What follows belongs to an exercise in optimizing a design on an open flow for small area, a short achievable clock period and few clock cycles per item; a production flow would make more cautious choices.
At most, simulation tests tie the RTL to the original design; equivalence was not proved.
Power is estimated from default activity; no workload was simulated.

==> module lc4_pipeline, before the edit <==
module lc4_pipeline #(
   parameter logic [15:0] RESET_PC = 16'h8200
) (
   input  wire         gwe,
   input  wire         i_rst_n,
   output logic [15:0] o_cur_pc,
   input  wire  [15:0] i_cur_insn,
   output logic [15:0] o_dmem_addr,
   output logic        o_dmem_we,
   output logic [15:0] o_dmem_towrite,
   input  wire  [15:0] i_cur_dmem_data,
   output logic [1:0]  o_trace_stall,
   output logic [15:0] o_trace_pc,
   output logic [15:0] o_trace_insn,
   output logic        o_trace_regfile_we,
   output logic [2:0]  o_trace_wsel,
   output logic [15:0] o_trace_wdata,
   output logic        o_trace_nzp_we,
   output logic [2:0]  o_trace_nzp_bits,
   output logic        o_trace_dmem_we,
   output logic [15:0] o_trace_dmem_addr,
   output logic [15:0] o_trace_dmem_data
);
   logic [15:0] pc_q;                     
   logic        go_q;                     
   logic        clr_q;                    
   logic        xv_q;                     
   logic [15:0] x_insn_q;
   logic [15:0] x_a_q, x_b_q;             
   logic        x_mul_q;                  
   logic        dep_q;                    
   logic        brs_res_q;                
   logic        brt_res_q;                
   logic        brt_ld_q;                 
   logic        mv_q;                     
   logic        m_we_q, m_ld_q, m_st_q, m_mul_q;
   logic [15:0] m_insn_q, m_res_q, m_sd_q;
   logic        cv_q;                     
   logic        seen_q;                   
   logic [15:0] c_insn_q, c_val_q, c_addr_q;
   logic [15:0] tpc_q;                    
   logic [2:0]  f_rt;
   logic [3:0]  f_op;
   logic [15:0] f_a, f_b, m_wdata;
   logic        x_go, go_d, x_we, x_ld, f_mul, f_st, f_rs_used, f_rt_used, f_rs_hit, f_rt_hit;
   logic        f_dep;
   lc4_decoder u_predecode (.i_insn(i_cur_insn), .o_rt(f_rt));
   lc4_regfile u_regfile (
      .gwe(gwe), .i_clr(clr_q),
      .i_rs(i_cur_insn[8:6]), .i_rt(f_rt),
      .i_rd(m_insn_q[11:9]), .i_wdata(m_wdata), .i_rd_we(m_we_q),
      .o_rs_data(f_a), .o_rt_data(f_b)
   );
   assign x_go = go_q;
   assign x_we = xv_q && x_go && lc4_pkg::writes_rd(x_insn_q);
   assign x_ld = lc4_pkg::is_load(x_insn_q);
   assign f_op      = i_cur_insn[15:12];
   assign f_mul     = lc4_pkg::is_mul(i_cur_insn);
   assign f_st      = lc4_pkg::is_store(i_cur_insn);
   assign f_rs_used = (f_op == 4'b0001 || f_op == 4'b0101 || f_op[3:1] == 3'b011);
   assign f_rt_used = (f_op == 4'b0111 || f_op == 4'b1101 ||
                       ((f_op == 4'b0001 || f_op == 4'b0101) && !i_cur_insn[5]));
   assign f_rs_hit  = x_we && i_cur_insn[8:6] == x_insn_q[11:9];
   assign f_rt_hit  = x_we && f_rt == x_insn_q[11:9];
   assign f_dep     = (f_rs_used && f_rs_hit && (x_mul_q || f_mul || x_ld)) ||
                      (f_rt_used && f_rt_hit && (x_mul_q || f_mul || (x_ld && !f_st)));
   assign go_d      = !f_dep;
   assign o_cur_pc = pc_q;
   logic [15:0] a_x, b_x, sd_x, alu_x, mul_s, mul_c;
   assign a_x = brs_res_q ? m_res_q : x_a_q;
   lc4_hazard u_byp_rt (
      .i_reg_data(x_b_q), .i_sel_res(brt_res_q), .i_sel_ld(1'b0),
      .i_m_res(m_res_q), .i_dmem_data(i_cur_dmem_data), .o_data(b_x)
   );
   assign sd_x = brt_ld_q ? i_cur_dmem_data : b_x;
   lc4_alu u_alu (.i_insn(x_insn_q), .i_a(a_x), .i_b(b_x), .o_result(alu_x));
   lc4_mul_csa u_mul (.i_x(x_a_q), .i_y(x_b_q), .o_s(mul_s), .o_c(mul_c));
   assign m_wdata = m_ld_q ? i_cur_dmem_data : m_mul_q ? m_res_q + m_sd_q : m_res_q;
   assign o_dmem_addr    = m_res_q;
   assign o_dmem_we      = m_st_q;
   assign o_dmem_towrite = m_sd_q;
   always_ff @(posedge gwe or negedge i_rst_n) begin
      if (!i_rst_n) begin
         pc_q      <= RESET_PC;
         go_q      <= 1'b1;
         clr_q     <= 1'b1;
         xv_q      <= 1'b0;
         dep_q     <= 1'b0;
         brs_res_q <= 1'b0;
         brt_res_q <= 1'b0;
         brt_ld_q  <= 1'b0;
         mv_q      <= 1'b0;
         m_we_q    <= 1'b0;
         m_st_q    <= 1'b0;
         cv_q      <= 1'b0;
         seen_q    <= 1'b0;
      end else begin
         pc_q      <= pc_q + {15'd0, go_d};
         go_q      <= go_d;
         clr_q     <= 1'b0;
         xv_q      <= 1'b1;
         dep_q     <= f_dep;
         brs_res_q <= f_rs_hit && !x_ld;
         brt_res_q <= f_rt_hit && !x_ld;
         brt_ld_q  <= f_rt_hit && x_ld;
         mv_q      <= xv_q && x_go;
         m_we_q    <= x_we;
         m_st_q    <= xv_q && x_go && lc4_pkg::is_store(x_insn_q);
         cv_q      <= mv_q;
         seen_q    <= seen_q || cv_q;
      end
   end
   always_ff @(posedge gwe) begin
      x_insn_q <= i_cur_insn;
      x_a_q    <= f_a;
      x_b_q    <= f_b;
      x_mul_q  <= f_mul;
      m_insn_q <= x_insn_q;
      m_ld_q   <= x_ld;
      m_mul_q  <= x_mul_q;
      m_res_q  <= x_mul_q ? mul_s : alu_x;
      m_sd_q   <= x_mul_q ? mul_c : sd_x;
      c_insn_q <= m_insn_q;
      c_addr_q <= m_res_q;
      c_val_q  <= m_st_q ? m_sd_q : m_wdata;
      tpc_q    <= pc_q - 16'd1 - {15'd0, go_q};
   end
   logic c_we, c_mem;
   assign c_we  = lc4_pkg::writes_rd(c_insn_q);
   assign c_mem = lc4_pkg::is_load(c_insn_q) || lc4_pkg::is_store(c_insn_q);
   assign o_trace_stall      = {!cv_q, !cv_q && seen_q};
   assign o_trace_pc         = tpc_q;
   assign o_trace_insn       = c_insn_q;
   assign o_trace_regfile_we = c_we;
   assign o_trace_wsel       = c_insn_q[11:9];
   assign o_trace_wdata      = c_val_q;
   assign o_trace_nzp_we     = c_we;
   assign o_trace_nzp_bits   = c_val_q[15] ? 3'b100 : (c_val_q == 16'd0) ? 3'b010 : 3'b001;
   assign o_trace_dmem_we    = lc4_pkg::is_store(c_insn_q);
   assign o_trace_dmem_addr  = c_mem ? c_addr_q : 16'd0;
   assign o_trace_dmem_data  = c_mem ? c_val_q : 16'd0;
endmodule
clock: 7.0 ns
lec_check: 0
abc_clock_period_in_ps: 3500
cap_margin: 20
core_margin: 2
core_utilization: 50
setup_slack_margin: 3.5
slew_margin: 20
standard.sh (not shown) runs the stock make flow with config.mk's settings and CLKGATE_MAP_FILE= SYNTH_SCRIPT=/design/flow/synth_recipe.tcl, a recipe that flattens the netlist after the stock synthesis.
==> flow/flow/run.sh <==
#!/bin/bash
# Standard layout, with each port buffered by the smallest buffer cell
set -euo pipefail
export BUFFER_PORTS_ARGS="-buffer_cell sky130_fd_sc_hd__buf_1"
bash standard.sh > standard.log 2>&1
Rerun with:
--- a/flow/design.v
+++ b/flow/design.v
@@ -199,11 +199,10 @@
    logic [15:0] x_insn_q;
    logic [15:0] x_a_q, x_b_q;             
    logic        x_mul_q;                  
    logic        dep_q;                    
-   logic        brs_res_q;                
-   logic        brt_res_q;                
-   logic        brt_ld_q;                 
+   logic        brs_res_q, brs_ld_q;      
+   logic        brt_res_q, brt_ld_q;      
    logic        mv_q;                     
    logic        m_we_q, m_ld_q, m_st_q, m_mul_q;
    logic [15:0] m_insn_q, m_res_q, m_sd_q;
    logic        cv_q;                     
@@ -212,10 +211,9 @@
    logic [15:0] tpc_q;                    
    logic [2:0]  f_rt;
    logic [3:0]  f_op;
    logic [15:0] f_a, f_b, m_wdata;
-   logic        x_go, go_d, x_we, x_ld, f_mul, f_st, f_rs_used, f_rt_used, f_rs_hit, f_rt_hit;
-   logic        f_dep;
+   logic        x_go, go_d, x_we, x_ld, f_mul, f_rs_used, f_rt_used, f_rs_hit, f_rt_hit, f_dep;
    lc4_decoder u_predecode (.i_insn(i_cur_insn), .o_rt(f_rt));
    lc4_regfile u_regfile (
       .gwe(gwe), .i_clr(clr_q),
       .i_rs(i_cur_insn[8:6]), .i_rt(f_rt),
@@ -226,25 +224,27 @@
    assign x_we = xv_q && x_go && lc4_pkg::writes_rd(x_insn_q);
    assign x_ld = lc4_pkg::is_load(x_insn_q);
    assign f_op      = i_cur_insn[15:12];
    assign f_mul     = lc4_pkg::is_mul(i_cur_insn);
-   assign f_st      = lc4_pkg::is_store(i_cur_insn);
    assign f_rs_used = (f_op == 4'b0001 || f_op == 4'b0101 || f_op[3:1] == 3'b011);
    assign f_rt_used = (f_op == 4'b0111 || f_op == 4'b1101 ||
                        ((f_op == 4'b0001 || f_op == 4'b0101) && !i_cur_insn[5]));
    assign f_rs_hit  = x_we && i_cur_insn[8:6] == x_insn_q[11:9];
    assign f_rt_hit  = x_we && f_rt == x_insn_q[11:9];
-   assign f_dep     = (f_rs_used && f_rs_hit && (x_mul_q || f_mul || x_ld)) ||
-                      (f_rt_used && f_rt_hit && (x_mul_q || f_mul || (x_ld && !f_st)));
+   assign f_dep     = (x_mul_q || f_mul) && ((f_rs_used && f_rs_hit) || (f_rt_used && f_rt_hit));
    assign go_d      = !f_dep;
+   logic [15:0] pc_inc;
+   assign pc_inc   = pc_q + 16'd1;
    assign o_cur_pc = pc_q;
-   logic [15:0] a_x, b_x, sd_x, alu_x, mul_s, mul_c;
-   assign a_x = brs_res_q ? m_res_q : x_a_q;
+   logic [15:0] a_x, b_x, alu_x, mul_s, mul_c;
+   lc4_hazard u_byp_rs (
+      .i_reg_data(x_a_q), .i_sel_res(brs_res_q), .i_sel_ld(brs_ld_q),
+      .i_m_res(m_res_q), .i_dmem_data(i_cur_dmem_data), .o_data(a_x)
+   );
    lc4_hazard u_byp_rt (
-      .i_reg_data(x_b_q), .i_sel_res(brt_res_q), .i_sel_ld(1'b0),
+      .i_reg_data(x_b_q), .i_sel_res(brt_res_q), .i_sel_ld(brt_ld_q),
       .i_m_res(m_res_q), .i_dmem_data(i_cur_dmem_data), .o_data(b_x)
    );
-   assign sd_x = brt_ld_q ? i_cur_dmem_data : b_x;
    lc4_alu u_alu (.i_insn(x_insn_q), .i_a(a_x), .i_b(b_x), .o_result(alu_x));
    lc4_mul_csa u_mul (.i_x(x_a_q), .i_y(x_b_q), .o_s(mul_s), .o_c(mul_c));
    assign m_wdata = m_ld_q ? i_cur_dmem_data : m_mul_q ? m_res_q + m_sd_q : m_res_q;
    assign o_dmem_addr    = m_res_q;
@@ -257,22 +257,24 @@
          clr_q     <= 1'b1;
          xv_q      <= 1'b0;
          dep_q     <= 1'b0;
          brs_res_q <= 1'b0;
+         brs_ld_q  <= 1'b0;
          brt_res_q <= 1'b0;
          brt_ld_q  <= 1'b0;
          mv_q      <= 1'b0;
          m_we_q    <= 1'b0;
          m_st_q    <= 1'b0;
          cv_q      <= 1'b0;
          seen_q    <= 1'b0;
       end else begin
-         pc_q      <= pc_q + {15'd0, go_d};
+         pc_q      <= go_d ? pc_inc : pc_q;
          go_q      <= go_d;
          clr_q     <= 1'b0;
          xv_q      <= 1'b1;
          dep_q     <= f_dep;
          brs_res_q <= f_rs_hit && !x_ld;
+         brs_ld_q  <= f_rs_hit && x_ld;
          brt_res_q <= f_rt_hit && !x_ld;
          brt_ld_q  <= f_rt_hit && x_ld;
          mv_q      <= xv_q && x_go;
          m_we_q    <= x_we;
@@ -289,9 +291,9 @@
       m_insn_q <= x_insn_q;
       m_ld_q   <= x_ld;
       m_mul_q  <= x_mul_q;
       m_res_q  <= x_mul_q ? mul_s : alu_x;
-      m_sd_q   <= x_mul_q ? mul_c : sd_x;
+      m_sd_q   <= x_mul_q ? mul_c : b_x;
       c_insn_q <= m_insn_q;
       c_addr_q <= m_res_q;
       c_val_q  <= m_st_q ? m_sd_q : m_wdata;
       tpc_q    <= pc_q - 16'd1 - {15'd0, go_q};
Outcome: The changed run finished with timing, DRC and antenna clean; worst hold slack stays flat; total power fell by 5.2%; die area increases by 1.4%; sequential power is about the same; final area shrinks by about 1.8%; fmax goes up by 2.5%; routed wire length goes down by about 2.3%; critical path depth grows by 4; global-route usage came out lower by 1.2 points; clock skew came out lower by 0.016 ns; area after synthesis came out higher by 1.4%; flip-flop and latch count climbs by 1; via count climbs by 1.1%; cell count rises by 1.8%.
Testbench counts after the change, summed over its fixed seeds: cycles 16,466, items 16,000.
Only the layout flow was run in the first run of this note; the RTL was not checked for function there.

[port drivers added, routing unchanged]
The results above use ideal ports. As a check the final layouts listed here were re-extracted and re-timed, cells and wires unchanged.
Step 1 (the two cells are an assumption about what drives the block):
set clk [get_ports {gwe}]
set_driving_cell -lib_cell sky130_fd_sc_hd__clkbuf_16 $clk
set_driving_cell -lib_cell sky130_fd_sc_hd__buf_2 [delete_from_list [all_inputs] $clk]
Step 2, shift: input delay + t, output delay - t, t = (earliest + latest rising clock arrival at the registers) / 2. This alone moves slack from input paths to output paths.
a / b / c = no drivers / after step 1 / after step 2; a / b = the first two.
run | t, ns | slack for setup (ns) | worst register clock-pin slew, ns
the first run | 0.611 | 3.055 / 3.055 / 2.708 | 0.07 / 0.07
the second run | 0.611 | 3.153 / 3.175 / 2.563 | 0.07 / 0.07
After both steps setup and hold are still met in every run listed. For the second run, which loses most, drivers alone change the setup slack by +0.022 ns; drivers and shift together by -0.590 ns.
